From an optimization exercise on the open Yosys and OpenROAD flow, aimed at small area, a short achievable clock period and few clock cycles; shortcuts taken in it are not production practice.
Only simulation tests tie the RTL to the original design; equivalence was not proved.
No activity file was given, so power comes from the tool's default toggle rates.

## flow/design.v

```verilog
`timescale 1ns/1ps
`default_nettype none
package binning_pkg;
  localparam int WEIGHT_W    = 32;   
  localparam int ADDR_W      = 32;
  localparam int LEN_W       = 20;   
  localparam int BIN_FIELD_W = 8;    
  localparam int CNT_FIELD_W = 12;
  typedef enum logic {
    FLUSH_ONE_BIN,
    FLUSH_FINAL
  } flush_kind_e;
  typedef enum logic [2:0] {
    CTRL_IDLE, CTRL_RECEIVE, CTRL_SORT, CTRL_FLUSH_ONE, CTRL_FLUSH_ALL, CTRL_FINISH
  } ctrl_state_e;
  typedef enum logic [2:0] {
    WR_IDLE, WR_REQUEST, WR_WAIT_ACK, WR_SEND_BEATS, WR_WAIT_CMPLT, WR_NEXT_BIN
  } writer_state_e;
  typedef struct packed {
    logic                   valid;
    flush_kind_e            kind;
    logic [BIN_FIELD_W-1:0] bin;
    logic [CNT_FIELD_W-1:0] count;   
  } bin_cmd_t;
  typedef struct packed {
    logic              req;
    logic [ADDR_W-1:0] addr;
    logic [LEN_W-1:0]  len;
  } bus_cmd_t;
  typedef struct packed {
    logic [WEIGHT_W-1:0] data;
    logic                sof_n;
    logic                eof_n;
    logic                src_rdy_n;
  } wr_beat_t;
endpackage
`default_nettype wire
`timescale 1ns/1ps
`default_nettype none
module weight_binner #(
  parameter int                             NUM_BINS         = 16,   
  parameter int                             BIN_DEPTH        = 8,
  parameter int                             BLOCK_WEIGHTS    = 64,
  parameter logic [binning_pkg::ADDR_W-1:0] DRAM_BASE        = 32'h8000_0000,
  parameter int                             BIN_REGION_BYTES = 1024
) (
  input  wire                             Clk,
  input  wire                             arst_n,
  input  wire                             stream_valid,
  input  wire [binning_pkg::WEIGHT_W-1:0] stream_data,
  output logic                            stream_ready,
  input  wire                             start,
  output logic                            done,
  output logic                            bus_cmd_req,
  output logic [binning_pkg::ADDR_W-1:0]  bus_cmd_addr,
  output logic [binning_pkg::LEN_W-1:0]   bus_cmd_len,
  output logic [binning_pkg::WEIGHT_W-1:0] wr_beat_data,
  output logic                            wr_beat_sof_n,
  output logic                            wr_beat_eof_n,
  output logic                            wr_beat_src_rdy_n,
  input  wire                             cmd_ack,
  input  wire                             cmd_cmplt,
  input  wire                             dst_rdy_n
);
  localparam int WW = binning_pkg::WEIGHT_W;
  localparam int AW = binning_pkg::ADDR_W;
  localparam int LW = binning_pkg::LEN_W;
  localparam int NS = BLOCK_WEIGHTS;       
  localparam int SW = $clog2(NS);
  localparam int BW = $clog2(NUM_BINS);
  localparam int DW = $clog2(BIN_DEPTH);   
  localparam int KW = SW - DW;             
  localparam int NW = DW + 1;              
  localparam int FQ = 2;                   
  localparam int GL = 8;                   
  localparam int GH = NS / GL;
  logic          busy;
  logic          ready_q;      
  logic          nrdy_q;       
  logic          ready_nxt;
  logic [GH-1:0] a_hi;         
  logic [GL-1:0] a_lo;
  logic          a_last;       
  logic          a_prev;       
  logic [NS-1:0] a_sel;
  logic          last_seen;    
  logic [BW-1:0] last_bin;
  logic          last_fired;   
  logic          last_taken;
  logic          accept;
  logic          take;         
  logic          take_q;       
  logic          peek;         
  logic          proc;         
  logic [BW-1:0] p_bin;
  logic          f_v;          
  logic [BW-1:0] f_bin;
  logic [KW-1:0] f_k;
  logic [BW-1:0] fq_bin [FQ];
  logic [KW-1:0] fq_k   [FQ];
  logic [1:0]    fq_n;
  assign accept = stream_valid && !nrdy_q;
  assign a_last = a_hi[GH-1] && a_lo[GL-1];
  assign a_prev = a_hi[GH-1] && a_lo[GL-2];
  assign take   = accept && !a_last;
  assign peek   = busy && stream_valid && a_last && !last_seen &&
                  (3'(fq_n) + 3'(f_v) < 3'(FQ));
  assign proc   = take || peek;
  assign p_bin  = stream_data[WW-1 -: BW];
  assign stream_ready = ready_q;
  always_comb begin
    if (start && !busy) begin
      ready_nxt = 1'b1;
    end else if (a_last) begin
      ready_nxt = last_fired && !last_taken && nrdy_q && !(hv && h_sel[NS-1]);
    end else begin
      ready_nxt = busy && !(take && a_prev) &&
                  (3'(fq_n) - 3'(ld_q) + 3'(f_v && !ld_fill) + 3'(take) < 3'(FQ));
    end
  end
  logic [SW-1:0] cnt [NUM_BINS];    
  logic [SW-1:0] p_cnt;
  logic          fill;
  assign p_cnt = cnt[p_bin];
  assign fill  = proc && (p_cnt[DW-1:0] == DW'(BIN_DEPTH - 1));
  logic          req_q;        
  logic          nreq_q;       
  logic [BW-1:0] cb_bin;
  logic [BW-1:0] cb_bin_s;     
  logic [KW-1:0] cb_k;
  logic [NW-1:0] cb_n;
  logic          cb_taken;     
  logic          await_cmplt;
  logic [NUM_BINS-1:0] rmask;  
  logic          rdone;        
  logic          ld_q;         
  logic          ld_fill;      
  logic          ld_res;       
  logic          res_found;
  logic [BW-1:0] res_bin;
  logic [KW-1:0] res_k;
  logic [DW-1:0] res_n;
  logic [NUM_BINS-1:0] res_mask;
  logic [NUM_BINS-1:0] res_below;
  logic [NUM_BINS-1:0] res_oh;
  always_comb begin
    for (int b = 0; b < NUM_BINS; b++) begin
      res_mask[b] = (cnt[b][DW-1:0] != '0) && rmask[b];
    end
    res_below = res_mask << 1;
    for (int d = 1; d < NUM_BINS; d = d * 2) begin
      res_below = res_below | (res_below << d);
    end
    res_oh    = res_mask & ~res_below;
    res_found = |res_mask;
    res_bin   = '0;
    res_k     = '0;
    res_n     = '0;
    for (int b = 0; b < NUM_BINS; b++) begin
      res_bin = res_bin | ({BW{res_oh[b]}} & BW'(b));
      res_k   = res_k | ({KW{res_oh[b]}} & cnt[b][SW-1:DW]);
      res_n   = res_n | ({DW{res_oh[b]}} & cnt[b][DW-1:0]);
    end
  end
  assign ld_q      = nreq_q && (fq_n != 2'd0);
  assign ld_fill   = nreq_q && (fq_n == 2'd0) && f_v;
  assign ld_res    = nreq_q && (fq_n == 2'd0) && !f_v && last_seen && !rdone && res_found;
  assign bus_cmd_req  = req_q;
  assign bus_cmd_addr = DRAM_BASE + AW'(cb_bin) * AW'(BIN_REGION_BYTES) +
                        AW'(cb_k) * AW'(BIN_DEPTH * 4);
  assign bus_cmd_len  = LW'({cb_n, 2'b00});
  logic [WW-1:0] slot  [NS-1];
  logic [NS-2:0] valid;         
  logic [NS-1:0] avail;
  logic [NS-1:0] snap;          
  logic [NS-1:0] match;         
  logic          ht_q;          
  logic [NS-1:0] below;         
  logic [NS-1:0] cand;          
  logic [BW-1:0] pb_bin;        
  logic [NW-1:0] pb_left;       
  logic          pb_first;
  logic          hv;            
  logic [GH-1:0] h_hi;          
  logic [GL-1:0] h_lo;
  logic [GH-1:0] cand_hi;
  logic [GL-1:0] cand_lo;
  logic [NS-1:0] h_sel;
  logic          h_sof;
  logic          h_eof;
  logic [BW-1:0] h_bin;
  logic          out_v;
  logic          open_q;        
  logic          src_rdy_n_q;  
  logic          src_rdy_q;    
  logic          out_sof_n;    
  logic          out_eof_n;
  logic [WW-1:0] out_data;
  logic          out_eof;
  logic          xfer;
  logic          out_take;
  logic          head_take;
  logic          pb_load;
  logic [WW-1:0] h_data;
  logic          open_nxt;
  logic          out_v_nxt;
  logic          cmd_xfer;
  assign avail = {last_seen && !last_fired, valid & ~({(NS-1){ht_q}} & h_sel[NS-2:0])};
  always_comb begin
    for (int i = 0; i < NS; i++) begin
      snap[i] = avail[i] && (((i == NS - 1) ? last_bin : slot[i][WW-1 -: BW]) == cb_bin_s);
    end
    below = match << 1;
    for (int d = 1; d < NS; d = d * 2) begin
      below = below | (below << d);
    end
    cand     = match & ~below;
    cand_hi = '0;
    cand_lo = '0;
    for (int i = 0; i < NS; i++) begin
      cand_hi[i / GL] = cand_hi[i / GL] | cand[i];
      cand_lo[i % GL] = cand_lo[i % GL] | cand[i];
    end
  end
  always_comb begin
    for (int i = 0; i < NS; i++) begin
      h_sel[i] = h_hi[i / GL] && h_lo[i % GL];
      a_sel[i] = a_hi[i / GL] && a_lo[i % GL];
    end
    h_data = {h_bin, {(WW-BW){1'b0}}};
    for (int i = 0; i < NS; i++) begin
      h_data[WW-BW-1:0] = h_data[WW-BW-1:0] |
        ({(WW-BW){h_sel[i]}} & ((i == NS - 1) ? stream_data[WW-BW-1:0] : slot[i][WW-BW-1:0]));
    end
  end
  assign xfer      = src_rdy_q && !dst_rdy_n;
  assign cmd_xfer  = !nreq_q && cmd_ack;
  assign out_take  = hv && (!out_v || xfer);
  assign head_take = (pb_left != '0) && (!hv || out_take);
  assign pb_load   = (pb_left == '0) && !nreq_q && !cb_taken;
  assign open_nxt  = (open_q && !(xfer && out_eof)) || cmd_xfer;
  assign out_v_nxt = out_take || (out_v && !xfer);
  assign wr_beat_data      = out_data;
  assign wr_beat_sof_n     = out_sof_n;
  assign wr_beat_eof_n     = out_eof_n;
  assign wr_beat_src_rdy_n = src_rdy_n_q;
  always_ff @(posedge Clk) begin
    for (int i = 0; i < NS - 1; i++) begin
      if (a_sel[i]) slot[i] <= stream_data;
    end
    if (peek) begin
      last_bin <= p_bin;
    end
    if (start && !busy) begin
      for (int b = 0; b < NUM_BINS; b++) cnt[b] <= '0;
    end else if (proc) begin
      cnt[p_bin] <= p_cnt + 1'b1;
    end
    if (fill) begin
      f_bin <= p_bin;
      f_k   <= p_cnt[SW-1:DW];
    end
    for (int q = 0; q < FQ; q++) begin
      if (f_v && !ld_fill && 32'(fq_n) - 32'(ld_q) == q) begin
        fq_bin[q] <= f_bin;
        fq_k[q]   <= f_k;
      end else if (ld_q && q < FQ - 1) begin
        fq_bin[q] <= fq_bin[q+1];
        fq_k[q]   <= fq_k[q+1];
      end
    end
    if (ld_q) begin
      cb_bin <= fq_bin[0];
      cb_k   <= fq_k[0];
      cb_n   <= NW'(BIN_DEPTH);
    end else if (ld_fill) begin
      cb_bin <= f_bin;
      cb_k   <= f_k;
      cb_n   <= NW'(BIN_DEPTH);
    end else if (ld_res) begin
      cb_bin <= res_bin;
      cb_k   <= res_k;
      cb_n   <= NW'(res_n);
    end
    if (pb_load) begin
      pb_bin <= cb_bin;
    end
    if (head_take) begin
      h_hi  <= cand_hi;
      h_lo  <= cand_lo;
      h_sof <= pb_first;
      h_eof <= (pb_left == NW'(1));
      h_bin <= pb_bin;
    end
    if (out_take) begin
      out_data <= h_data;
      out_sof_n <= !h_sof;
      out_eof_n <= !h_eof;
      out_eof   <= h_eof;
    end
  end
  always_ff @(posedge Clk or negedge arst_n) begin
    if (!arst_n) begin
      busy        <= 1'b0;
      ready_q     <= 1'b0;
      nrdy_q      <= 1'b1;
      a_hi        <= GH'(1);
      a_lo        <= GL'(1);
      last_seen   <= 1'b0;
      last_fired  <= 1'b0;
      last_taken  <= 1'b0;
      f_v         <= 1'b0;
      fq_n        <= '0;
      req_q       <= 1'b0;
      nreq_q      <= 1'b1;
      cb_taken    <= 1'b0;
      await_cmplt <= 1'b0;
      rmask       <= '0;
      rdone       <= 1'b0;
      cb_bin_s    <= '0;
      valid       <= '0;
      match       <= '0;
      ht_q        <= 1'b0;
      take_q      <= 1'b0;
      pb_left     <= '0;
      pb_first    <= 1'b0;
      hv          <= 1'b0;
      out_v       <= 1'b0;
      open_q      <= 1'b0;
      src_rdy_n_q <= 1'b1;
      src_rdy_q   <= 1'b0;
      done        <= 1'b0;
    end else begin
      done    <= 1'b0;
      ready_q <= ready_nxt;
      nrdy_q  <= !ready_nxt;
      if (start && !busy) begin
        busy    <= 1'b1;
        a_hi    <= GH'(1);
        a_lo    <= GL'(1);
        rmask   <= '1;
        rdone   <= 1'b0;
      end else begin
        if (take) begin
          a_lo <= {a_lo[GL-2:0], a_lo[GL-1]};
          if (a_lo[GL-1]) a_hi <= {a_hi[GH-2:0], a_hi[GH-1]};
        end
        if (accept && a_last) begin
          last_taken <= 1'b1;
        end
        if (peek) begin
          last_seen <= 1'b1;
        end
      end
      fq_n <= fq_n + 2'(f_v && !ld_fill) - 2'(ld_q);
      f_v  <= fill;
      if (cmd_xfer) begin
        req_q       <= 1'b0;
        nreq_q      <= 1'b1;
        await_cmplt <= 1'b1;
      end
      if (cmd_cmplt) begin
        await_cmplt <= 1'b0;
      end
      if (ld_q || ld_fill || ld_res) begin
        req_q    <= 1'b1;
        nreq_q   <= 1'b0;
        cb_taken <= 1'b0;
      end else if (nreq_q && fq_n == 2'd0 && !f_v && last_seen && !rdone && !res_found) begin
        rdone <= 1'b1;
      end
      if (ld_res) begin
        rmask <= rmask & ~res_oh;
      end
      if (ld_q) begin
        cb_bin_s <= fq_bin[0];
      end else if (ld_fill) begin
        cb_bin_s <= f_bin;
      end else if (ld_res) begin
        cb_bin_s <= res_bin;
      end
      if (pb_load) begin
        cb_taken <= 1'b1;
      end
      if (busy && rdone && nreq_q && await_cmplt && cmd_cmplt) begin
        done       <= 1'b1;
        busy       <= 1'b0;
        last_seen  <= 1'b0;
        last_fired <= 1'b0;
        last_taken <= 1'b0;
      end
      ht_q   <= head_take;
      take_q <= take;
      if (pb_load) begin
        pb_left  <= cb_n;
        pb_first <= 1'b1;
        match    <= snap;
      end else if (head_take) begin
        match    <= match & ~cand;
      end
      if (head_take) begin
        hv       <= 1'b1;
        pb_left  <= pb_left - 1'b1;
        pb_first <= 1'b0;
        if (cand[NS-1]) begin
          last_fired <= 1'b1;
        end
      end else if (out_take) begin
        hv <= 1'b0;
      end
      for (int i = 0; i < NS - 1; i++) begin
        if (take_q && a_sel[i+1]) begin
          valid[i] <= 1'b1;
        end else if (ht_q && h_sel[i]) begin
          valid[i] <= 1'b0;
        end
      end
      out_v       <= out_v_nxt;
      open_q      <= open_nxt;
      src_rdy_n_q <= !(open_nxt && out_v_nxt);
      src_rdy_q   <= open_nxt && out_v_nxt;
    end
  end
endmodule
`default_nettype wire
```

## flow/run.sh

```bash
#!/bin/bash
# synth_recipe.tcl (not shown) runs the flow's synth.tcl, then flattens the netlist and writes it again
# the make line also repeats each setting of config.mk as NAME=value (left out here)
make -C /OpenROAD-flow-scripts/flow DESIGN_CONFIG=/design/flow/config.mk WORK_HOME=/design/flow/orfs CLKGATE_MAP_FILE= SYNTH_SCRIPT=/design/flow/synth_recipe.tcl finish
```

## flow/config.mk

```make
export PLATFORM = sky130hd
export DESIGN_NAME = weight_binner
export DESIGN_NICKNAME = weight_binner
export VERILOG_FILES = /design/flow/design.v
export SDC_FILE = /design/flow/constraint.sdc
export NUM_CORES = 4
export LEC_CHECK = 0
export ABC_CLOCK_PERIOD_IN_PS = 3000
export CAP_MARGIN = 20
export CORE_MARGIN = 2
export CORE_UTILIZATION = 55
export CTS_CLUSTER_DIAMETER = 60
export CTS_CLUSTER_SIZE = 20
export PLACE_DENSITY = 0.72
export SETUP_SLACK_MARGIN = 5.0
export SLEW_MARGIN = 20
```

## flow/constraint.sdc

```tcl
create_clock -name core_clock -period 8.0 [get_ports {Clk}]
set_input_delay 1.6000 -clock core_clock [delete_from_list [all_inputs] [get_ports {Clk}]]
set_output_delay 1.6000 -clock core_clock [all_outputs]
set_load 0.01 [all_outputs]
```

==> Flow_metrics.wiki, run 1 <==
{| class="wikitable"
! Metric !! Value
|-
| Outcome || no timing/DRC/antenna violations
|-
| Final HPWL DP || 168 mm
|-
| Global-route usage over all layers || 0.392
|-
| Crit. End Element || primary output
|-
| Sink Count || 2399
|-
| Worst slew slack as a fraction of its limit || 0.180
|-
| TritonCTS buffer count || about 160
|-
| Unrepaired setup endpoints after global routing || yes
|-
| DRC violations left || 0
|-
| Number of enable flip-flop cells after synthesis || around 2200
|-
| Core box area || 165000 sq um
|-
| Clock Pin Slew Worst Setup and Hold Paths || ~0.08 ns
|-
| Critical Path Source Type || flip-flop
|-
| Most frequent cells in the layout || sky130_fd_sc_hd__edfxtp_1, sky130_fd_sc_hd__a22o_1, sky130_fd_sc_hd__a221oi_1, sky130_fd_sc_hd__nand2_1, sky130_fd_sc_hd__nand4_1
|-
| Number of failing hold endpoints at the final stage || 0
|-
| Routability congestion estimate from global placement || between 0.9 and 1
|-
| Class of the tightest hold or removal check || flip-flop to flip-flop
|-
| Top delay family on crit path || flip-flops
|-
| Fraction of layout instances using a drive strength above 1 || 0.145
|-
| Signed area change from the synthesized netlist to the final layout || 10.9%
|-
| Pin count of the biggest net entering global routing || 102
|-
| Overflow left after global routing || 0
|-
| Int Pwr || between 20 and 25 mW
|-
| Synthesized area per cell || ~17 sq um
|-
| Final worst clock skew || about 0.052 ns
|-
| Wire length per cell after detailed routing || between 40 and 50 um
|-
| Global-route wire length before repair || approximately 450 mm
|-
| Drt first pass iters || 6
|-
| Fin crit period || roughly 3.2 ns
|-
| Sequential area share after synthesis || 0.774
|-
| Deepest level of the CTS H-tree || 4
|-
| 1st-iter DRT viols || roughly 14000
|-
| Vias in the first global route || ~54000
|-
| Switching Fraction || 0.322
|-
| Worst-skew pair later-pin latency || about 0.86 ns
|-
| Synth Cell Area || 91800 sq um
|-
| Area share of the largest cell type after synthesis || 0.721
|-
| Die height || ~410 um
|-
| Switching power || slightly below 10 mW
|-
| Critical path data required time || approximately 6.4 ns
|-
| Final setup violating endpoints || 0
|-
| Critical-path cell with the highest stage delay || sky130_fd_sc_hd__edfxtp_1
|-
| IO Pins || roughly 130
|-
| Series of cell instances along the critical path || buf_6
|-
| CTS tree || done
|-
| Number of warnings printed during yosys synthesis || 4
|-
| Setup CP Type || flip-flop to primary output
|-
| Async set or reset register ratio after synthesis || 0.0792
|-
| Port Buffer Count || between 80 and 90
|-
| Width of the die || 413 um
|-
| Number of vias in the routed layout || approximately 60000
|-
| Worst vdd rail ir drop || around 0.27 mV
|-
| Number of buffers inserted for hold repair after clock tree synthesis || 0
|-
| Flip-flop cell with the highest count after synthesis || sky130_fd_sc_hd__edfxtp_1
|-
| Static leakage || between 30 and 40 nW
|-
| Top cell type by total area after synthesis || sky130_fd_sc_hd__edfxtp_1
|-
| Maxcap violations || 0
|-
| Data arrival time of the critical path || between 1.5 and 2 ns
|-
| Worst-margin pin slew || ~1.2 ns
|-
| Number of different library cells in the post-synthesis netlist || about 90
|-
| Site Rows || 149
|-
| Max Transition Viols Final || 0
|-
| Worst slack at placement || between 2 and 3 ns
|-
| Final worst setup slack || 4.77 ns
|-
| Max clock buf depth || 3
|-
| Starting Density || 0.555
|-
| Setup total negative slack || 0 ns
|-
| Power density normalized to cell area || approximately 300 nW/um^2
|-
| Leading cell types by total area after synthesis || sky130_fd_sc_hd__edfxtp_1, sky130_fd_sc_hd__dfrtp_1, sky130_fd_sc_hd__a22o_1
|-
| Count of nets after finishing || between 5000 and 6000
|-
| Number of antenna violations at the first check in global routing || 20
|-
| Number of nets still failing antenna checks after routing || 0
|-
| Die area || 170000 sq um
|-
| Sum of buffers and inverters on the critical path || 1
|-
| Share of total power in sequential cells || 0.494
|-
| Biggest cell delay along the critical path || roughly 0.56 ns
|-
| CTS root buffer || sky130_fd_sc_hd__clkbuf_16
|-
| Post-route clock period utilization || 0.403
|-
| Via density per instance || between 7 and 8
|-
| Max Freq || between 300 and 400 MHz
|-
| Gate power share || 0.225
|-
| Number of flip-flops and latches in the synthesized netlist || ~2400
|-
| Clock group share of total power || 0.281
|-
| Most common cell after layout, fill and taps aside || sky130_fd_sc_hd__edfxtp_1
|-
| Number of cells produced by synthesis || 5422
|-
| Total detailed-routing wirelength || 338 mm
|-
| Highest fanout seen on the critical path || 1
|}
worst paths after layout:
path                       slack, ns   startpoint  cells past startpoint         endpoint
setup / recovery                4.77  out_data[3]                      1  wr_beat_data[3]
hold / removal                  0.42    pb_bin[2]                      0         h_bin[2]
setup reg to reg                4.91      h_lo[3]                      6     out_data[22]
hold reg to reg                 0.42    pb_bin[2]                      0         h_bin[2]
max in group asynchronous       5.82       arst_n                      2      cb_bin_s[3]
min in group asynchronous       0.83       arst_n                      1         rmask[6]
cell usage after synthesis (all sizes together), types with 43 or more instances:
master  number
buf         89
xnor2      189
a21oi       71
a221oi     463
nand2      330
xor2        72
dfrtp      185
nand4      194
nor2       179
edfxtp    2205
and2       143
clkbuf     263
o31ai       53
a22o       466
nor4        43
state kept, by name (all words and copies together), names as in the netlist, 2 cells and up:
signal    cells
f_bin         4
out_data     32
last_bin      4
slot       2016
fq_n          2
h_bin         4
match        64
pb_left       4
cb_bin        4
cb_n          4
a_lo          8
f_k           3
rmask        16
fq_k          6
valid        63
a_hi          8
pb_bin        4
fq_bin        8
cb_k          3
cnt          96
h_lo          8
cb_bin_s      4
h_hi          8
layout make-up:
type                       count  area, sq um
inverter                      42          169
tap                         2189         2740
antenna                       19         47.5
sequential                  2399        71100
fill                       11548        63500
timing repair buffer         275         2430
multi-input combinational   2668        20300
clock inverter                65          932
clock buffer                 183         4150
logic make-up after synthesis:
group	after synthesis	synth area share
AO/OA/AOI/OAI	1263	0.114
other	2	0.0000818
AND/OR/NAND/NOR	1057	0.0595
XOR/XNOR	261	0.0253
buffers and inverters	394	0.0181
adder cells (fa/ha/maj)	10	0.00144
multiplexers	36	0.00772
flip-flops	2399	0.774
per-stage QoR:
step	hold slack (ns)	power, mW	utilization	std cells	cell area (sq um)
final	0.424	30.4	0.616	7840	102000
after global routing	0.430	30.7	0.616	7822	102000
after CTS	0.425	29.8	0.612	7805	101000
after detailed placement	0.406	21.5	0.578	7526	95600
after global placement	0.404	21.4	0.578	7526	95600
after floorplan	0.400	18.4	-	5461	92400
metal layers:
layer,vias up,wire length [um],global-route usage
li1,22288,-,-
met1,29913,110000,0.513
met2,6334,145000,0.567
met3,1498,57900,0.136
met4,18,25100,0.238
met5,-,187,0
repair_timing:
action / in CTS / in global routing
pin swaps: 6 / 15
resized for setup: 287 / 101
gates cloned: 9 / 1
buffers inserted: 22 / 15
endpoints found under the setup margin: 343 / 180
power groups by stage:
stage | combinational (mW) | clock [mW] | sequential [mW]
3_3_place_gp | 6.13 | 0 | 15.2
5_1_grt | 6.80 | 8.87 | 15.1
4_1_cts | 6.35 | 8.46 | 15.0
2_1_floorplan | 3.54 | 0 | 14.9
6_report | 6.82 | 8.53 | 15.0
3_5_place_dp | 6.22 | 0 | 15.3
Testbench counts, summed over its fixed seeds: cycles 41,938.
==> run 2, diff against run 1 <==
--- a/flow/config.mk
+++ b/flow/config.mk
@@ -12,5 +12,4 @@
 export CTS_CLUSTER_DIAMETER = 60
 export CTS_CLUSTER_SIZE = 20
-export PLACE_DENSITY = 0.72
 export SETUP_SLACK_MARGIN = 5.0
 export SLEW_MARGIN = 20
==> run 2 against run 1 <==
Effect of this change: still clean; critical path depth unchanged; routed wire length increased by 4.8%; sequential share of layout area is 0.12 points higher; via count decreased by 1.5%; setup slack improved by 0.061 ns; power rose by 0.63%; worst hold slack worse by 0.0075 ns; combinational power is 4.1% higher; synthesized area unchanged; sequential cell count did not move; global-route usage up 2.0 points; clock power about the same; critical endpoint is now wr_beat_data[26]; largest cell class unchanged; highest routed layer unchanged.
==> Flow_metrics.wiki, run 2 <==
{| class="wikitable"
! Metric !! Value
|-
| Die height || between 400 and 500 um
|-
| Starting Density || 0.555
|-
| Worst-margin pin slew || roughly 1.3 ns
|-
| DRC violations left || 0
|-
| Clock group share of total power || 0.279
|-
| Post-route clock period utilization || 0.396
|-
| Worst slew slack as a fraction of its limit || 0.163
|-
| Int Pwr || approximately 21 mW
|-
| Switching power || between 9 and 10 mW
|-
| Series of cell instances along the critical path || buf_2
|-
| Most common cell after layout, fill and taps aside || sky130_fd_sc_hd__edfxtp_1
|-
| Leading cell types by total area after synthesis || sky130_fd_sc_hd__edfxtp_1, sky130_fd_sc_hd__dfrtp_1, sky130_fd_sc_hd__a22o_1
|-
| Worst-skew pair later-pin latency || around 0.82 ns
|-
| Number of flip-flops and latches in the synthesized netlist || 2399
|-
| Overflow left after global routing || 0
|-
| Core box area || about 170000 sq um
|-
| Hold path start || h_bin[0]
|-
| Site Rows || 149
|-
| Most frequent cells in the layout || sky130_fd_sc_hd__edfxtp_1, sky130_fd_sc_hd__a22o_1, sky130_fd_sc_hd__a221oi_1, sky130_fd_sc_hd__nand2_1, sky130_fd_sc_hd__nand4_1
|-
| Max Transition Viols Final || 0
|-
| Die area || approximately 170000 sq um
|-
| Class of the tightest hold or removal check || flip-flop to flip-flop
|-
| Wire length per cell after detailed routing || between 40 and 50 um
|-
| Setup total negative slack || 0 ns
|-
| Setup CP Type || flip-flop to primary output
|-
| Reg-to-Reg Start || h_hi[3]
|-
| Startpoint of the worst setup timing path || out_data[26]
|-
| Crit. End Element || primary output
|-
| Global-route usage over all layers || 0.412
|-
| Worst vdd rail ir drop || 0.242 mV
|-
| Area share of the largest cell type after synthesis || 0.721
|-
| Clock Pin Slew Worst Setup and Hold Paths || around 0.08 ns
|-
| Number of nets still failing antenna checks after routing || 0
|-
| Routability congestion estimate from global placement || 0.912
|-
| Registers with the most flip-flops || slot x2016, cnt x96, match x64
|-
| Global-route wire length before repair || approximately 470 mm
|-
| Total detailed-routing wirelength || between 300 and 400 mm
|-
| Number of failing hold endpoints at the final stage || 0
|-
| Via density per instance || between 7 and 8
|-
| Pin count of the biggest net entering global routing || about 160
|-
| Number of enable flip-flop cells after synthesis || between 2000 and 2500
|-
| Synthesized area per cell || roughly 17 sq um
|-
| Fraction of layout instances using a drive strength above 1 || 0.145
|-
| Final setup violating endpoints || 0
|-
| Gate power share || 0.232
|-
| Drt first pass iters || 6
|-
| Top delay family on crit path || flip-flops
|-
| Biggest cell delay along the critical path || approximately 0.54 ns
|-
| Final worst clock skew || ~0.045 ns
|-
| Final HPWL DP || ~170 mm
|-
| Switching Fraction || 0.327
|-
| Fin crit period || 3.16 ns
|-
| CTS root buffer || sky130_fd_sc_hd__clkbuf_16
|-
| IO Pins || 129
|-
| Count of nets after finishing || ~5600
|-
| Critical-path cell with the highest stage delay || sky130_fd_sc_hd__edfxtp_1
|-
| Width of the die || between 400 and 500 um
|-
| Register bank with the most flops || slot
|-
| Max Freq || approximately 320 MHz
|-
| 1st-iter DRT viols || roughly 13000
|-
| Max clock buf depth || 3
|-
| Top cell type by total area after synthesis || sky130_fd_sc_hd__edfxtp_1
|-
| Destination of the worst register-to-register timing path || out_data[0]
|-
| Critical path data required time || between 6 and 7 ns
|-
| Outcome || no timing/DRC/antenna violations
|-
| Sink Count || approximately 2400
|-
| Signed area change from the synthesized netlist to the final layout || 10.7%
|-
| Number of vias in the routed layout || 59168
|-
| Deepest level of the CTS H-tree || 4
|-
| Static leakage || 32.9 nW
|-
| Number of antenna violations at the first check in global routing || 22
|-
| Reg2Reg Setup Slack || slightly below 5 ns
|-
| Highest fanout seen on the critical path || 1
|-
| Async set or reset register ratio after synthesis || 0.0792
|-
| Critical Path Stages || 1
|-
| Unrepaired setup endpoints after global routing || yes
|-
| Sequential area share after synthesis || 0.774
|-
| Flip-flop cell with the highest count after synthesis || sky130_fd_sc_hd__edfxtp_1
|-
| Synth Cell Area || between 90000 and 100000 sq um
|-
| Max reg flops || a little over 2000
|-
| Sum of buffers and inverters on the critical path || 1
|-
| Data arrival time of the critical path || between 1.5 and 2 ns
|-
| Power density normalized to cell area || 301 nW/um^2
|-
| Maxcap violations || 0
|-
| Share of total power in sequential cells || 0.489
|-
| Number of different library cells in the post-synthesis netlist || 92
|-
| Total power after layout || about 31 mW
|-
| Most used standard cells in the synthesized netlist || sky130_fd_sc_hd__edfxtp_1, sky130_fd_sc_hd__a22o_1, sky130_fd_sc_hd__a221oi_1, sky130_fd_sc_hd__nand2_1, sky130_fd_sc_hd__clkbuf_1
|-
| CTS tree || done
|-
| Cell depth of the worst flop-to-flop path || 6
|-
| Vias in the first global route || ~53000
|-
| TritonCTS buffer count || approximately 160
|-
| Number of warnings printed during yosys synthesis || 4
|-
| Port Buffer Count || 87
|-
| Critical Path Source Type || flip-flop
|-
| Setup crit end || wr_beat_data[26]
|-
| Most frequent cell after synthesis || sky130_fd_sc_hd__edfxtp_1
|-
| Number of cells produced by synthesis || 5422
|}
[run 2: per-layer routing]
metal  up-vias  part of all wire  track usage
met2      5372              0.44        0.609
met1     30536              0.36        0.585
li1      22300                 -            -
met4         8             0.051        0.172
met5         -           0.00024            0
met3       952              0.15        0.110
[run 2: timing repair]
item                                    4_1_cts  5_1_grt
hold endpoints to repair                      0        0
pin swaps                                     9        9
endpoints found under the setup margin      338      200
setup buffers                                25       16
cloned                                        3        1
resized for setup                           295       85
hold buffers                                  0        0
[run 2: power groups by stage]
stage / logic, mW / registers (mW) / clock network, mW
after floorplan: 3.54 / 14.9 / 0
after global placement: 6.45 / 15.2 / 0
after detailed placement: 6.50 / 15.2 / 0
after CTS: 6.67 / 14.9 / 8.49
after global routing: 7.13 / 15.0 / 8.91
final: 7.10 / 14.9 / 8.51
[run 2: kinds of logic (layout without fill, tap and decap cells)]
| logic type | count (synthesis) | count (layout) | share of synthesized area |
|---|---|---|---|
| buffers and inverters | 394 | 593 | 0.0181 |
| AO/OA/AOI/OAI | 1263 | 1263 | 0.114 |
| flip-flops | 2399 | 2399 | 0.774 |
| AND/OR/NAND/NOR | 1057 | 1057 | 0.0595 |
| multiplexers | 36 | 36 | 0.00772 |
| adder cells (fa/ha/maj) | 10 | 10 | 0.00144 |
| other | 2 | 53 | 0.0000818 |
| XOR/XNOR | 261 | 261 | 0.0253 |
[run 2: worst min path at each step]
stage / slack [ns] / to / depth (start not counted)
5_1_grt: 0.44 / h_bin[2] / 0
2_1_floorplan: 0.40 / h_bin[0] / 0
3_5_place_dp: 0.41 / h_bin[3] / 0
4_1_cts: 0.42 / h_bin[3] / 0
3_3_place_gp: 0.40 / h_bin[1] / 0
6_report: 0.42 / out_data[28] / 0
[run 2: cell type report]
cell class                      count  area, sq um
Tap cell                         2189         2740
Multi-Input combinational cell   2668        20200
Inverter                           42          164
Fill cell                       12132        63700
Sequential cell                  2399        71100
Antenna cell                       12         30.0
Timing Repair Buffer              286         2460
Clock inverter                     73          772
Clock buffer                      192         4260
[run 2: stage by stage]
step	cells	util	cell area, sq um	hold slack, ns	setup WS (ns)
global placement	7539	0.579	95700	0.403	3.13
global route	7851	0.615	102000	0.435	4.85
CTS	7832	0.612	101000	0.424	4.83
floorplan	5461	-	92400	0.400	4.26
detailed placement	7539	0.579	95700	0.405	3.12
finish	7861	0.615	102000	0.417	4.84
==> run 3, diff against run 2 <==
--- a/flow/config.mk
+++ b/flow/config.mk
@@ -10,6 +10,6 @@
 export CORE_MARGIN = 2
 export CORE_UTILIZATION = 55
-export CTS_CLUSTER_DIAMETER = 60
-export CTS_CLUSTER_SIZE = 20
-export SETUP_SLACK_MARGIN = 5.0
+export CTS_CLUSTER_DIAMETER = 80
+export CTS_CLUSTER_SIZE = 24
+export SETUP_SLACK_MARGIN = 4.9
 export SLEW_MARGIN = 20
==> run 3 against run 2 <==
Effect of this change: die area unchanged; highest routed layer unchanged; critical path type unchanged; utilization fell by 0.74 points; synthesized cell count did not move; power is 3.4% lower; still clean on timing, DRC and antenna; via count decreased by 0.54%.
==> Flow_metrics.wiki, run 3 <==
{| class="wikitable"
! Metric !! Value
|-
| Most frequent cell after synthesis || sky130_fd_sc_hd__edfxtp_1
|-
| Outcome || no timing/DRC/antenna violations
|-
| Area share of the largest cell type after synthesis || 0.721
|-
| Clock Pin Slew Worst Setup and Hold Paths || roughly 0.09 ns
|-
| Critical-path cell with the highest stage delay || sky130_fd_sc_hd__edfxtp_1
|-
| Width of the die || roughly 410 um
|-
| Flip-flop cell with the highest count after synthesis || sky130_fd_sc_hd__edfxtp_1
|-
| Total power after layout || slightly below 30 mW
|-
| Cell area after placement || roughly 95000 sq um
|-
| Class of the tightest hold or removal check || flip-flop to flip-flop
|-
| CTS root buffer || sky130_fd_sc_hd__clkbuf_16
|-
| Max reg flops || approximately 2000
|-
| Number of enable flip-flop cells after synthesis || between 2000 and 2500
|-
| Final HPWL DP || 176 mm
|-
| 1st-iter DRT viols || about 13000
|-
| Cell depth of the worst flop-to-flop path || 6
|-
| Hold path start || pb_bin[3]
|-
| Max Transition Viols Final || 0
|-
| Sum of buffers and inverters on the critical path || 1
|-
| Number of flip-flops and latches in the synthesized netlist || around 2400
|-
| Synthesized area per cell || about 17 sq um
|-
| Worst-skew pair later-pin latency || between 0.8 and 0.9 ns
|-
| Series of cell instances along the critical path || buf_2
|-
| Share of the core filled with cells || 0.608
|-
| Die height || 413 um
|-
| Global-route wire length before repair || around 470 mm
|-
| Critical path data required time || around 6.4 ns
|-
| TritonCTS buffer count || 130
|-
| Fraction of layout instances using a drive strength above 1 || 0.122
|-
| Synth Cell Area || approximately 92000 sq um
|-
| Number of cells produced by synthesis || 5422
|-
| Power density normalized to cell area || around 290 nW/um^2
|-
| Multi-input gate area || 19900 sq um
|-
| CTS tree || done
|-
| Registers with the most flip-flops || slot x2016, cnt x96, match x64
|-
| Crit. End Element || primary output
|-
| Post-layout instance area || approximately 100000 sq um
|-
| Site Rows || between 100 and 150
|-
| Leading cell types by total area after synthesis || sky130_fd_sc_hd__edfxtp_1, sky130_fd_sc_hd__dfrtp_1, sky130_fd_sc_hd__a22o_1
|-
| Sequential area share after synthesis || 0.774
|-
| DRC violations left || 0
|-
| Vias in the first global route || roughly 52000
|-
| Number of warnings printed during yosys synthesis || 4
|-
| Worst-margin pin slew || ~1.3 ns
|-
| Overflow left after global routing || 0
|-
| Data arrival time of the critical path || roughly 1.6 ns
|-
| Unrepaired setup endpoints after global routing || yes
|-
| Destination of the worst register-to-register timing path || out_data[11]
|-
| Setup CP Type || flip-flop to primary output
|-
| Async set or reset register ratio after synthesis || 0.0792
|-
| Number of antenna violations at the first check in global routing || 21
|-
| Max Freq || between 300 and 400 MHz
|-
| Most used standard cells in the synthesized netlist || sky130_fd_sc_hd__edfxtp_1, sky130_fd_sc_hd__a22o_1, sky130_fd_sc_hd__a221oi_1, sky130_fd_sc_hd__nand2_1, sky130_fd_sc_hd__clkbuf_1
|-
| Final worst clock skew || between 0.02 and 0.03 ns
|-
| Deepest level of the CTS H-tree || 4
|-
| Most frequent cells in the layout || sky130_fd_sc_hd__edfxtp_1, sky130_fd_sc_hd__a22o_1, sky130_fd_sc_hd__a221oi_1, sky130_fd_sc_hd__nand2_1, sky130_fd_sc_hd__nand4_1
|-
| Via density per instance || between 7 and 8
|-
| Filler-free cell count of the finished design || just under 8000
|-
| Hold EP || h_bin[3]
|-
| Setup total negative slack || 0 ns
|-
| Top cell type by total area after synthesis || sky130_fd_sc_hd__edfxtp_1
|-
| Worst slew slack as a fraction of its limit || 0.157
|-
| Static leakage || between 30 and 40 nW
|-
| Total placed cells including tap cells || between 7000 and 8000
|-
| Number of vias in the routed layout || 58851
|-
| Routability congestion estimate from global placement || just over 0.9
|-
| Pin count of the biggest net entering global routing || about 100
|-
| Core box area || 165000 sq um
|-
| Port Buffer Count || 87
|-
| Signed area change from the synthesized netlist to the final layout || 9.38%
|-
| Sink Count || roughly 2400
|-
| Post-route clock period utilization || 0.401
|-
| Wire length per cell after detailed routing || 45.7 um
|-
| Starting Density || 0.555
|-
| Maxcap violations || 0
|-
| Fin crit period || about 3.2 ns
|-
| Worst vdd rail ir drop || about 0.27 mV
|-
| Top delay family on crit path || flip-flops
|-
| Total detailed-routing wirelength || around 360 mm
|-
| Most common cell after layout, fill and taps aside || sky130_fd_sc_hd__edfxtp_1
|-
| Die area || roughly 170000 sq um
|-
| Number of failing hold endpoints at the final stage || 0
|-
| Reg-to-Reg Start || h_lo[7]
|-
| Critical Path Source Type || flip-flop
|-
| Biggest cell delay along the critical path || roughly 0.60 ns
|-
| Final setup violating endpoints || 0
|-
| Count of nets after finishing || 5566
|-
| Instance count along the most critical hold path || 0
|-
| Number of nets still failing antenna checks after routing || 0
|-
| Area of all sequential standard cells || about 71000 sq um
|-
| Highest fanout seen on the critical path || 1
|-
| Register bank with the most flops || slot
|-
| Global-route usage over all layers || 0.415
|-
| Number of different library cells in the post-synthesis netlist || 92
|-
| Drt first pass iters || 6
|-
| Max clock buf depth || 3
|-
| IO Pins || approximately 130
|-
| Fillcell total || 12225
|-
| Reg2Reg Setup Slack || 4.80 ns
|}
==> run 3: cell count changes in the layout (fill, tap and decap cells not counted), sizes merged, moves of 3 or more <==
cell / change
clkbuf: -30
bufinv: -3
dlygate4sd2: +19
buf: -50
inv: -5
clkdlybuf4s15: +16
clkinv: -5
clkinvlp: -12
==> run 3: cell type report <==
type | instances | area share
sequential | 2399 | 0.708
multi-input combinational | 2668 | 0.198
clock buffer | 158 | 0.0355
tap | 2189 | 0.0273
timing repair buffer | 276 | 0.0246
clock inverter | 48 | 0.00504
inverter | 42 | 0.00176
antenna | 12 | 0.000299
==> run 3: metrics by stage <==
stage,worst slack (ns),hold slack (ns)
after detailed placement,2.68,0.406
after floorplan,4.26,0.400
final,4.79,0.427
after global placement,2.72,0.404
after global routing,4.80,0.435
after CTS,4.83,0.428
==> run 3: repair_timing <==
action / in CTS / in global routing
buffers inserted: 12 / 17
gates cloned: 4 / 2
hold buffers: 0 / 0
endpoints found under the setup margin: 312 / 209
pin swaps: 5 / 5
gates resized for setup: 170 / 69
==> run 3: per-layer routing <==
metal	vias to the layer above	GRT usage	part of all wire
met3	1003	0.120	0.15
met4	19	0.169	0.049
met2	5357	0.616	0.44
met1	30274	0.579	0.36
li1	22198	-	-
met5	-	0	0.00055
==> run 3: kinds of logic after synthesis <==
logic type / Yosys count / synth area share
compound gates: 1263 / 0.114
buf+inv: 394 / 0.0181
fa+ha+maj: 10 / 0.00144
other cells: 2 / 0.0000818
xor+xnor: 261 / 0.0253
simple gates: 1057 / 0.0595
mux: 36 / 0.00772
flops: 2399 / 0.774
==> run 3: worst max-delay path by stage <==
stage | from | end | slack [ns] | cells past startpoint
final | out_data[26] | wr_beat_data[26] | 4.79 | 1
after global routing | out_data[26] | wr_beat_data[26] | 4.80 | 1
after CTS | out_data[26] | wr_beat_data[26] | 4.83 | 1
after detailed placement | stream_data[28] | cnt[4][5] | 2.68 | 8
after global placement | stream_data[28] | cnt[1][5] | 2.72 | 8
after floorplan | stream_data[28] | cnt[0][4] | 4.26 | 11
==> run 3: report_power, final <==
part | switching [mW] | internal (mW)
Combinational | 4.94 | 2.01
Sequential | 0.593 | 14.4
Clock | 4.17 | 3.40
Total | 9.70 | 19.8
==> run 4, diff against run 3 <==
--- a/flow/config.mk
+++ b/flow/config.mk
@@ -12,4 +12,4 @@
 export CTS_CLUSTER_DIAMETER = 80
 export CTS_CLUSTER_SIZE = 24
-export SETUP_SLACK_MARGIN = 4.9
+export SETUP_SLACK_MARGIN = 5.0
 export SLEW_MARGIN = 20
==> run 4 against run 3 <==
Effect of this change: largest power group unchanged; clock-buffer cell count is 10 lower; highest routed layer unchanged; combinational power is 2.9% higher; sequential share of layout area decreased by 0.22 points; register-to-register slack better by 0.14 ns; maximum frequency increased by 0.75%; still clean; sequential power barely moved; critical endpoint is now wr_beat_data[5]; clock skew is 0.0084 ns higher.
==> Flow_metrics.wiki, run 4 <==
{| class="wikitable"
! Metric !! Value
|-
| Data arrival time of the critical path || ~1.6 ns
|-
| Registers with the most flip-flops || slot x2016, cnt x96, match x64
|-
| Global-route wire length before repair || approximately 470 mm
|-
| Destination of the worst register-to-register timing path || out_data[13]
|-
| Via density per instance || about 7.5
|-
| TritonCTS buffer count || around 120
|-
| Final HPWL DP || about 170 mm
|-
| Number of warnings printed during yosys synthesis || 4
|-
| Switching power || 9.69 mW
|-
| Crit. End Element || primary output
|-
| Width of the die || ~410 um
|-
| Critical Path Stages || 1
|-
| Series of cell instances along the critical path || buf_2
|-
| Wire length per cell after detailed routing || about 45 um
|-
| Pin count of the biggest net entering global routing || 164
|-
| Die area || between 150000 and 200000 sq um
|-
| Class of the tightest hold or removal check || flip-flop to flip-flop
|-
| Share of total power in sequential cells || 0.509
|-
| Worst-margin pin slew || about 1.2 ns
|-
| Biggest cell delay along the critical path || 0.56 ns
|-
| Instance count along the most critical hold path || 0
|-
| Async set or reset register ratio after synthesis || 0.0792
|-
| Sink Count || 2399
|-
| Number of flip-flops and latches in the synthesized netlist || between 2000 and 2500
|-
| Global-route usage over all layers || 0.410
|-
| Most frequent cell after synthesis || sky130_fd_sc_hd__edfxtp_1
|-
| Flip-flop cell with the highest count after synthesis || sky130_fd_sc_hd__edfxtp_1
|-
| Sequential area share after synthesis || 0.774
|-
| 1st-iter DRT viols || roughly 13000
|-
| Core box area || ~170000 sq um
|-
| CTS tree || done
|-
| Hold path start || h_bin[0]
|-
| Register bank with the most flops || slot
|-
| Max Transition Viols Final || 0
|-
| Number of enable flip-flop cells after synthesis || 2205
|-
| Total power after layout || about 29 mW
|-
| Reg-to-Reg Start || h_lo[5]
|-
| Fraction of layout instances using a drive strength above 1 || 0.138
|-
| Fillcell total || ~12000
|-
| Top cell type by total area after synthesis || sky130_fd_sc_hd__edfxtp_1
|-
| Deepest level of the CTS H-tree || 3
|-
| Setup CP Type || flip-flop to primary output
|-
| Reg2Reg Setup Slack || between 4 and 5 ns
|-
| Switching Fraction || 0.330
|-
| CTS root buffer || sky130_fd_sc_hd__clkbuf_16
|-
| Number of failing hold endpoints at the final stage || 0
|-
| Routability congestion estimate from global placement || around 0.91
|-
| Cell depth of the worst flop-to-flop path || 5
|-
| Unrepaired setup endpoints after global routing || yes
|-
| Maxcap violations || 0
|-
| Critical-path cell with the highest stage delay || sky130_fd_sc_hd__edfxtp_1
|-
| Worst vdd rail ir drop || between 0.2 and 0.25 mV
|-
| Power density normalized to cell area || between 200 and 300 nW/um^2
|-
| Outcome || no timing/DRC/antenna violations
|-
| DRC violations left || 0
|-
| Worst-skew pair later-pin latency || 0.81 ns
|-
| Gate power share || 0.243
|-
| Met3 capacity usage during global routing || 0.112
|-
| Top delay family on crit path || flip-flops
|-
| Signed area change from the synthesized netlist to the final layout || 9.73%
|-
| Number of different library cells in the post-synthesis netlist || 92
|-
| Total detailed-routing wirelength || between 300 and 400 mm
|-
| Critical Path Source Type || flip-flop
|-
| Site Rows || about 150
|-
| Clock Pin Slew Worst Setup and Hold Paths || approximately 0.09 ns
|-
| Max Freq || 314 MHz
|-
| Number of cells produced by synthesis || ~5400
|-
| GRT met2 Usage || 0.603
|-
| Static leakage || ~33 nW
|-
| Max clock buf depth || 3
|-
| Drt first pass iters || 8
|-
| Highest fanout seen on the critical path || 1
|-
| Final worst clock skew || 0.0373 ns
|-
| Clock group share of total power || 0.248
|-
| Share of the core filled with cells || 0.609
|-
| Post-route clock period utilization || 0.398
|-
| Hold EP || out_data[28]
|-
| Met1 GRT Util || 0.583
|-
| Sum of buffers and inverters on the critical path || 1
|-
| Fin crit period || roughly 3.2 ns
|-
| Port Buffer Count || between 80 and 90
|-
| IO Pins || between 100 and 150
|-
| Worst slew slack as a fraction of its limit || 0.171
|-
| Most used standard cells in the synthesized netlist || sky130_fd_sc_hd__edfxtp_1, sky130_fd_sc_hd__a22o_1, sky130_fd_sc_hd__a221oi_1, sky130_fd_sc_hd__nand2_1, sky130_fd_sc_hd__clkbuf_1
|-
| Synthesized area per cell || approximately 17 sq um
|-
| Die height || just over 400 um
|-
| Global route hottest layer || met2
|-
| Count of nets after finishing || 5586
|-
| Most frequent cells in the layout || sky130_fd_sc_hd__edfxtp_1, sky130_fd_sc_hd__a22o_1, sky130_fd_sc_hd__a221oi_1, sky130_fd_sc_hd__nand2_1, sky130_fd_sc_hd__nand4_1
|-
| Int Pwr || about 20 mW
|-
| Number of vias in the routed layout || approximately 60000
|-
| Number of antenna violations at the first check in global routing || 18
|-
| Overflow left after global routing || 0
|-
| Most common cell after layout, fill and taps aside || sky130_fd_sc_hd__edfxtp_1
|-
| Leading cell types by total area after synthesis || sky130_fd_sc_hd__edfxtp_1, sky130_fd_sc_hd__dfrtp_1, sky130_fd_sc_hd__a22o_1
|-
| Max reg flops || 2016
|-
| Number of nets still failing antenna checks after routing || 0
|-
| Synth Cell Area || between 90000 and 100000 sq um
|-
| Final setup violating endpoints || 0
|-
| Vias in the first global route || 52786
|-
| Setup total negative slack || 0 ns
|-
| Critical path data required time || 6.40 ns
|-
| Starting Density || 0.555
|-
| Area share of the largest cell type after synthesis || 0.721
|}
-- run 4: timing repair --
item | 4_1_cts | 5_1_grt
cloned | 3 | 5
endpoints found under the setup margin | 335 | 204
pin swaps | 8 | 10
gates resized for setup | 303 | 87
hold endpoints to repair | 0 | 0
hold buffers | 0 | 0
buffers inserted | 28 | 28
-- run 4: layout make-up --
type / instances / area, sq um / area share
multi-input combinational: 2668 / 20200 / 0.200
antenna: 7 / 17.5 / 0.000174
sequential: 2399 / 71100 / 0.705
timing repair buffer: 305 / 2750 / 0.0273
clock inverter: 56 / 607 / 0.00602
clock buffer: 148 / 3240 / 0.0321
inverter: 42 / 166 / 0.00165
tap: 2189 / 2740 / 0.0272
-- run 4: power by group through the flow --
stage               combinational (mW)  clock (mW)  sequential, mW
floorplan                         3.54           0            14.9
global placement                  6.45           0            15.2
detailed placement                6.50           0            15.2
CTS                               6.69        7.23            14.9
global route                      7.19        7.65            15.0
finish                            7.15        7.27            14.9
-- run 4: logic make-up (layout without fill, tap and decap cells) --
group           count (synthesis)  count (layout)  share of synthesized area
compound gates               1263            1263                      0.114
xor+xnor                      261             261                     0.0253
fa+ha+maj                      10              10                    0.00144
buf+inv                       394             551                     0.0181
flops                        2399            2399                      0.774
mux                            36              36                    0.00772
other cells                     2              48                  0.0000818
simple gates                 1057            1057                     0.0595
-- run 4: worst max path at each step --
stage / start / endpoint / slack (ns)
after floorplan: stream_data[28] / cnt[0][4] / 4.26
after global placement: stream_data[28] / cnt[1][3] / 3.13
after detailed placement: stream_data[30] / cnt[12][3] / 3.12
after CTS: out_data[5] / wr_beat_data[5] / 4.82
after global routing: out_data[5] / wr_beat_data[5] / 4.81
final: out_data[5] / wr_beat_data[5] / 4.82
-- run 4: through the flow --
step | hold slack (ns) | setup WS (ns) | instances | instance area (sq um)
finish | 0.415 | 4.82 | 7814 | 101000
global route | 0.419 | 4.81 | 7809 | 101000
CTS | 0.419 | 4.82 | 7774 | 100000
detailed placement | 0.405 | 3.12 | 7539 | 95700
global placement | 0.403 | 3.13 | 7539 | 95700
floorplan | 0.400 | 4.26 | 5461 | 92400
-- run 4: worst register-to-register path, cell delays in order (launching register included) --
cell and delay (ns):
sky130_fd_sc_hd__edfxtp_1 0.55, sky130_fd_sc_hd__and2_2 0.29, sky130_fd_sc_hd__buf_4 0.42, sky130_fd_sc_hd__a221oi_1 0.55
sky130_fd_sc_hd__nand4_1 0.44, sky130_fd_sc_hd__or4_4 0.55
-- run 4: per-layer routing --
layer	up-vias	wire length, um	part of all wire
li1	22212	-	-
met1	30269	127000	0.36
met2	5309	154000	0.43
met3	960	54000	0.15
met4	8	19200	0.054
met5	-	55	0.00016
==> run 5, diff against run 4 <==
--- a/flow/config.mk
+++ b/flow/config.mk
@@ -7,5 +7,5 @@
 export LEC_CHECK = 0
 export ABC_CLOCK_PERIOD_IN_PS = 3000
-export CAP_MARGIN = 20
+export CAP_MARGIN = 5
 export CORE_MARGIN = 2
 export CORE_UTILIZATION = 55
@@ -13,3 +13,3 @@
 export CTS_CLUSTER_SIZE = 24
 export SETUP_SLACK_MARGIN = 5.0
-export SLEW_MARGIN = 20
+export SLEW_MARGIN = 5
==> run 5 against run 4 <==
Effect of this change: still clean; non-clock buffer count is the same; sequential cell count is the same; clock skew did not move.
==> Flow_metrics.wiki, run 5 <==
{| class="wikitable"
! Metric !! Value
|-
| Width of the die || 413 um
|-
| Worst-skew pair later-pin latency || roughly 0.8 ns
|-
| Fillcell total || 12220
|-
| Met1 GRT Util || 0.583
|-
| Number of failing hold endpoints at the final stage || 0
|-
| Maxcap violations || 0
|-
| Count of nets after finishing || around 5600
|-
| Met3 capacity usage during global routing || 0.112
|-
| Vias in the first global route || around 53000
|-
| Via density per instance || 7.52
|-
| Max reg flops || between 2000 and 2500
|-
| CTS root buffer || sky130_fd_sc_hd__clkbuf_16
|-
| Area of all sequential standard cells || between 70000 and 80000 sq um
|-
| Register bank with the most flops || slot
|-
| Registers with the most flip-flops || slot x2016, cnt x96, match x64
|-
| Class of the tightest hold or removal check || flip-flop to flip-flop
|-
| Multi-input gate area || 20200 sq um
|-
| Setup total negative slack || 0 ns
|-
| 1st-iter DRT viols || 12562
|-
| Port Buffer Count || 87
|-
| Global-route usage over all layers || 0.410
|-
| Fraction of layout instances using a drive strength above 1 || 0.138
|-
| Unrepaired setup endpoints after global routing || yes
|-
| Pin count of the biggest net entering global routing || about 160
|-
| Most frequent cells in the layout || sky130_fd_sc_hd__edfxtp_1, sky130_fd_sc_hd__a22o_1, sky130_fd_sc_hd__a221oi_1, sky130_fd_sc_hd__nand2_1, sky130_fd_sc_hd__nand4_1
|-
| Worst-margin pin slew || 1.24 ns
|-
| IO Pins || between 100 and 150
|-
| Number of flip-flops and latches in the synthesized netlist || about 2400
|-
| Sequential area share after synthesis || 0.774
|-
| Global route hottest layer || met2
|-
| Critical-path cell with the highest stage delay || sky130_fd_sc_hd__edfxtp_1
|-
| Die height || between 400 and 500 um
|-
| Fin crit period || 3.18 ns
|-
| Outcome || no timing/DRC/antenna violations
|-
| Sum of buffers and inverters on the critical path || 1
|-
| TritonCTS buffer count || roughly 120
|-
| Highest fanout seen on the critical path || 1
|-
| Number of enable flip-flop cells after synthesis || between 2000 and 2500
|-
| Async set or reset register ratio after synthesis || 0.0792
|-
| Site Rows || approximately 150
|-
| Signed area change from the synthesized netlist to the final layout || 9.73%
|-
| Biggest cell delay along the critical path || between 0.5 and 0.6 ns
|-
| Worst vdd rail ir drop || 0.228 mV
|-
| Number of vias in the routed layout || ~59000
|-
| Number of cells produced by synthesis || about 5400
|-
| Deepest level of the CTS H-tree || 3
|-
| Die area || between 150000 and 200000 sq um
|-
| Most used standard cells in the synthesized netlist || sky130_fd_sc_hd__edfxtp_1, sky130_fd_sc_hd__a22o_1, sky130_fd_sc_hd__a221oi_1, sky130_fd_sc_hd__nand2_1, sky130_fd_sc_hd__clkbuf_1
|-
| Wire length per cell after detailed routing || between 40 and 50 um
|-
| Series of cell instances along the critical path || buf_2
|-
| Max clock buf depth || 3
|-
| Top delay family on crit path || flip-flops
|-
| Drt first pass iters || 8
|-
| Power density normalized to cell area || 291 nW/um^2
|-
| Area share of the largest cell type after synthesis || 0.721
|-
| Reg2Reg Setup Slack || slightly below 5 ns
|-
| Final worst clock skew || about 0.037 ns
|-
| Final setup violating endpoints || 0
|-
| Final HPWL DP || roughly 170 mm
|-
| Total detailed-routing wirelength || approximately 350 mm
|-
| Starting Density || 0.555
|-
| Leading cell types by total area after synthesis || sky130_fd_sc_hd__edfxtp_1, sky130_fd_sc_hd__dfrtp_1, sky130_fd_sc_hd__a22o_1
|-
| CTS tree || done
|-
| Overflow left after global routing || 0
|-
| Top cell type by total area after synthesis || sky130_fd_sc_hd__edfxtp_1
|-
| Flip-flop cell with the highest count after synthesis || sky130_fd_sc_hd__edfxtp_1
|-
| Data arrival time of the critical path || 1.58 ns
|-
| Critical Path Source Type || flip-flop
|-
| Number of antenna violations at the first check in global routing || 18
|-
| Synth Cell Area || ~92000 sq um
|-
| Sink Count || approximately 2400
|-
| Clock Pin Slew Worst Setup and Hold Paths || roughly 0.090 ns
|-
| Setup CP Type || flip-flop to primary output
|-
| Number of different library cells in the post-synthesis netlist || 92
|-
| Max Freq || ~310 MHz
|-
| Routability congestion estimate from global placement || 0.912
|-
| GRT met2 Usage || 0.603
|-
| Post-route clock period utilization || 0.398
|-
| Core box area || roughly 170000 sq um
|-
| Most frequent cell after synthesis || sky130_fd_sc_hd__edfxtp_1
|-
| Final worst setup slack || approximately 4.8 ns
|-
| Number of nets still failing antenna checks after routing || 0
|-
| Worst slack at placement || 3.12 ns
|-
| Synthesized area per cell || 16.9 sq um
|-
| Max Transition Viols Final || 0
|-
| DRC violations left || 0
|-
| Critical path data required time || 6.40 ns
|-
| Global-route wire length before repair || between 400 and 500 mm
|-
| Worst slew slack as a fraction of its limit || 0.171
|-
| Most common cell after layout, fill and taps aside || sky130_fd_sc_hd__edfxtp_1
|-
| Crit. End Element || primary output
|-
| Static leakage || 32.6 nW
|-
| Worst hold margin || a little over 0.4 ns
|-
| Number of warnings printed during yosys synthesis || 4
|}
[run 5: cell counts after synthesis]
Identical to the previous run, type by type.
[run 5: repair_timing]
action	4_1_cts	5_1_grt
pin swaps	8	10
cloned	3	5
hold buffers	0	0
buffers inserted	28	28
setup endpoints to repair	335	204
resized for setup	303	87
[run 5: final cells by class]
class,count,area share
Multi-Input combinational cell,2668,0.200
Antenna cell,7,0.000174
Clock inverter,56,0.00602
Inverter,42,0.00165
Tap cell,2189,0.0272
Clock buffer,148,0.0321
Sequential cell,2399,0.705
Timing Repair Buffer,305,0.0273
[run 5: cells by family (layout without fill, tap and decap cells)]
| kind of cell | after synthesis | in the layout | synth area share |
|---|---|---|---|
| DFF | 2399 | 2399 | 0.774 |
| AOI/OAI and AO/OA | 1263 | 1263 | 0.114 |
| and+or+nand+nor | 1057 | 1057 | 0.0595 |
| buffers and inverters | 394 | 551 | 0.0181 |
| xor gates and xnor gates | 261 | 261 | 0.0253 |
| muxes | 36 | 36 | 0.00772 |
| adders and majority gates | 10 | 10 | 0.00144 |
| other | 2 | 48 | 0.0000818 |
[run 5: final timing paths]
path / from / end / cells after the start
worst max-delay path: out_data[5] / wr_beat_data[5] / 1
worst min-delay path: h_bin[0] / out_data[28] / 0
worst max register to register: h_lo[5] / out_data[13] / 5
worst min register to register: h_bin[0] / out_data[28] / 0
max in group asynchronous: arst_n / ht_q / 2
min in group asynchronous: arst_n / rmask[14] / 1
[run 5: through the flow]
stage | power, mW | instances | instance area (sq um) | util
finish | 29.4 | 7814 | 101000 | 0.609
global route | 29.8 | 7809 | 101000 | 0.609
CTS | 28.8 | 7774 | 100000 | 0.605
detailed placement | 21.7 | 7539 | 95700 | 0.579
global placement | 21.7 | 7539 | 95700 | 0.579
floorplan | 18.4 | 5461 | 92400 | -
[run 5: where the power goes]
group | leakage [nW] | switching [mW] | internal (mW)
clock | 1.88 | 4.10 | 3.17
combinational | 8.32 | 5.04 | 2.11
sequential | 22.4 | 0.541 | 14.4
[run 5: layer usage]
metal / vias up / wire [um] / part of all wire
met2: 5309 / 154000 / 0.43
met4: 8 / 19200 / 0.054
met3: 960 / 54000 / 0.15
met1: 30269 / 127000 / 0.36
met5: - / 55 / 0.00016
li1: 22212 / - / -

separate check: timing with driven ports:
In the flow no input, the clock included, has a driving cell. The finished layouts below were timed again as built, in two steps. Step 1: set_driving_cell puts a clkbuf_16 on Clk and a buf_2 on each other input, an assumption about the parent block. Step 2 also shifts input and output timing later by t, the mid clock arrival at the registers, as if the neighbouring blocks saw the same clock. Slacks: no drivers / after step 1 / after step 2; pairs: no drivers / after step 1.
| run | shift t [ns] | setup slack, ns | worst data-port slew with drivers (ns) | cell pins on the clock port's net |
|---|---|---|---|---|
| run 1 | 0.917 | 4.774 / 4.684 / 3.767 | 0.30 | 1 |
| run 2 | 0.875 | 4.835 / 4.754 / 4.011 | 0.20 | 1 |
| run 3 | 0.869 | 4.792 / 4.712 / 3.976 | 0.19 | 1 |
| run 4 | 0.889 | 4.816 / 4.721 / 3.963 | 0.28 | 1 |
| run 5 | 0.889 | 4.816 / 4.721 / 3.963 | 0.28 | 1 |
After both steps every run listed still meets setup and hold. The setup slack of run 1, which loses most, moves by -0.090 ns with the drivers and by -1.007 ns with both steps.
